Source: an optimization exercise on an open RTL-to-GDS flow (aim: small area and a short achievable clock period). Production flows keep margins and buffers that such runs may drop.
Only simulation tests tie the RTL to the original design; equivalence was not proved.
Power is estimated from default activity; no workload was simulated.

== oak ==
// vc_input_buffer
module vc_input_buffer #(
    parameter int FLIT_WIDTH = 64,
    parameter int DEPTH      = 16,
    parameter int NUM_VC     = 2,
    parameter int OFF_THRESH = DEPTH - 2,
    parameter int ON_THRESH  = 2,
    localparam int VC_W      = (NUM_VC > 1) ? $clog2(NUM_VC) : 1,
    localparam int CNT_W     = $clog2(DEPTH + 1)
) (
    input  logic                    clk,
    input  logic                    rst,
    input  logic [FLIT_WIDTH-1:0]   flit_in,
    input  logic                    push,
    input  logic [VC_W-1:0]         push_vc,
    input  logic                    pop,
    input  logic [VC_W-1:0]         pop_vc,
    input  logic                    err_clr,
    output logic [FLIT_WIDTH-1:0]   flit_o,
    output logic [NUM_VC-1:0]       full,
    output logic [NUM_VC-1:0]       empty,
    output logic [NUM_VC-1:0]       vc_on,
    output logic [NUM_VC*CNT_W-1:0] count,
    output logic [NUM_VC-1:0]       overflow_err,
    output logic [NUM_VC-1:0]       underflow_err
);
Size in the first run: roughly 6200 cells after synthesis, roughly 160 I/O pins, ~74000 um^2 of cells after synthesis.
clock: 4.2 ns
lec_check: 0
cap_margin: 20
core_margin: 2
core_utilization: 55
setup_slack_margin: 1.9
slew_margin: 20
synth_hierarchical: 1
run.sh (not shown) runs the stock make flow with config.mk's settings and CLKGATE_MAP_FILE= SYNTH_SCRIPT=/design/flow/synth_recipe.tcl, a recipe that flattens the netlist after the stock synthesis.
Changes in pine relative to oak:
Settings: setting CTS_CLUSTER_SIZE to 24 for the first time; setting CTS_CLUSTER_DIAMETER to 80 for the first time.
[summary]
- Comparing oak and pine, the higher first-pass GRT wire length was measured on oak.
- Delta(count of clock-buffer cells in the layout, pine - oak) < 0
- pine against oak: net switching power figure has decreased; final critical delay including setup and external delays shows an increase of 0.022 ns.
- Lower part of the power in the clock network goes to pine over oak.

Setup of red:
vc_input_buffer again, from the RTL that the note above started with.
make LEC_CHECK=0 CAP_MARGIN=20 CORE_MARGIN=2 CORE_UTILIZATION=55 CTS_CLUSTER_DIAMETER=100 CTS_CLUSTER_SIZE=26 SETUP_SLACK_MARGIN=1.6 SLEW_MARGIN=20 SYNTH_HIERARCHICAL=1 TNS_END_PERCENT=10 finish   # period 4.2 ns
Here is what was changed in the inputs of blue compared with red.
Settings: SETUP_SLACK_MARGIN: 1.6 -> 1.9; CTS_CLUSTER_SIZE: 26 -> 30; TNS_END_PERCENT: 10 -> unset.
==> results.txt <==
- Summary of blue over red: maximum number of pins on one net before global-route repair held steady; total chip power shrank by 0.49%.
- Maximum frequency (blue vs. red) increases by a few percent
- Looking at number of antenna violations at the first check in global routing across blue and red, the one that comes out lower is blue.
- As far as post-synthesis register bit count is concerned, red and blue perform about the same.
- [compare] base=red new=blue: total leakage power now larger, global-route usage now larger.
Input-level comparison between green and blue:
Settings: SETUP_SLACK_MARGIN changed from 1.9 to 1.6; CTS_CLUSTER_SIZE changed from 30 to 26.
## What came out
green: done, clean on timing, DRC and antenna. Compared with blue, in green worst setup margin fell by 0.043 ns, count of antenna diodes in the layout now sits lower. Of green and blue, it is green that has the higher slew at the pin closest to its max-slew limit. Higher combinational-cell power consumption among green and blue: blue.
Here is what was changed in the inputs of orange compared with green.
Settings: a deleted CTS_CLUSTER_DIAMETER that had been 100; a deleted CTS_CLUSTER_SIZE that had been 26; a change of SETUP_SLACK_MARGIN from 1.6 to 1.9.
==> flow/flow/run.sh (new file) <==
#!/bin/bash
set -e
cp standard.sh standard_sh_copy.log
cp config.mk config_mk_copy.log
export IO_CONSTRAINTS=$PWD/flow/io.tcl
bash standard.sh > standard.log 2>&1
==> flow/flow/io.tcl (new file) <==
# Keep the head-flit outputs and their select together on one edge.
set_io_pin_constraint -group -order -region left:* -pin_names {flit_o[0] flit_o[1] flit_o[2] flit_o[3] flit_o[4] flit_o[5] flit_o[6] flit_o[7] flit_o[8] flit_o[9] flit_o[10] flit_o[11] flit_o[12] flit_o[13] flit_o[14] flit_o[15] flit_o[16] flit_o[17] flit_o[18] flit_o[19] flit_o[20] flit_o[21] flit_o[22] flit_o[23] flit_o[24] flit_o[25] flit_o[26] flit_o[27] flit_o[28] flit_o[29] flit_o[30] flit_o[31] pop_vc[0] flit_o[32] flit_o[33] flit_o[34] flit_o[35] flit_o[36] flit_o[37] flit_o[38] flit_o[39] flit_o[40] flit_o[41] flit_o[42] flit_o[43] flit_o[44] flit_o[45] flit_o[46] flit_o[47] flit_o[48] flit_o[49] flit_o[50] flit_o[51] flit_o[52] flit_o[53] flit_o[54] flit_o[55] flit_o[56] flit_o[57] flit_o[58] flit_o[59] flit_o[60] flit_o[61] flit_o[62] flit_o[63]}
==> flow/standard.sh (new file) <==
#!/bin/bash
# synth_recipe.tcl (not shown) runs the flow's synth.tcl, then flattens the netlist and writes it again
# the make line also repeats each setting of config.mk as NAME=value (left out here)
make -C /OpenROAD-flow-scripts/flow DESIGN_CONFIG=/design/flow/config.mk WORK_HOME=/design/flow/orfs CLKGATE_MAP_FILE= SYNTH_SCRIPT=/design/flow/synth_recipe.tcl "${@:-finish}"
removed: flow/run.sh
## What came out
Comparing orange and green, the lower worst setup slack was measured on green. Delta (orange minus green): number of flip-flops and latches level, count of clock-buffer cells in the layout moved up, share of the clock period used by the worst path after layout moved down, hold slack moved down, final area moved up. Delta (orange minus green): total track usage climbed 2.3 points, number of standard cells in the final layout excluding fillers went up.

port drivers added, routing unchanged:
How much do the figures lean on ideal ports? The routed layouts below were timed once more, with nothing changed but the port constraints. Step 1 sets driving cells, clkbuf_16 on the clock port and buf_2 on the other inputs (assumed; they add their load-dependent delay and slew). Step 2, shift: input delay + t, output delay - t, t = (earliest + latest rising clock arrival at the registers) / 2. This alone moves slack from input paths to output paths. Slacks: ideal / step 1 / step 2; pairs: ideal / step 1.
| run | shift t [ns] | setup slack, ns | clock arrival spread, ns |
|---|---|---|---|
| oak | 0.912 | 1.541 / 1.221 / 0.526 | 0.036 / 0.036 |
| pine | 0.843 | 1.519 / 1.171 / 0.606 | 0.026 / 0.025 |
| red | 0.837 | 1.428 / 1.110 / 0.617 | 0.029 / 0.029 |
| blue | 0.822 | 1.535 / 1.186 / 0.703 | 0.023 / 0.022 |
| green | 0.837 | 1.491 / 1.151 / 0.501 | 0.028 / 0.029 |
| orange | 0.908 | 1.523 / 1.279 / 0.820 | 0.034 / 0.034 |
After both steps every run listed still meets setup and hold. For oak, which loses most, drivers alone change the setup slack by -0.320 ns; drivers and shift together by -1.015 ns.
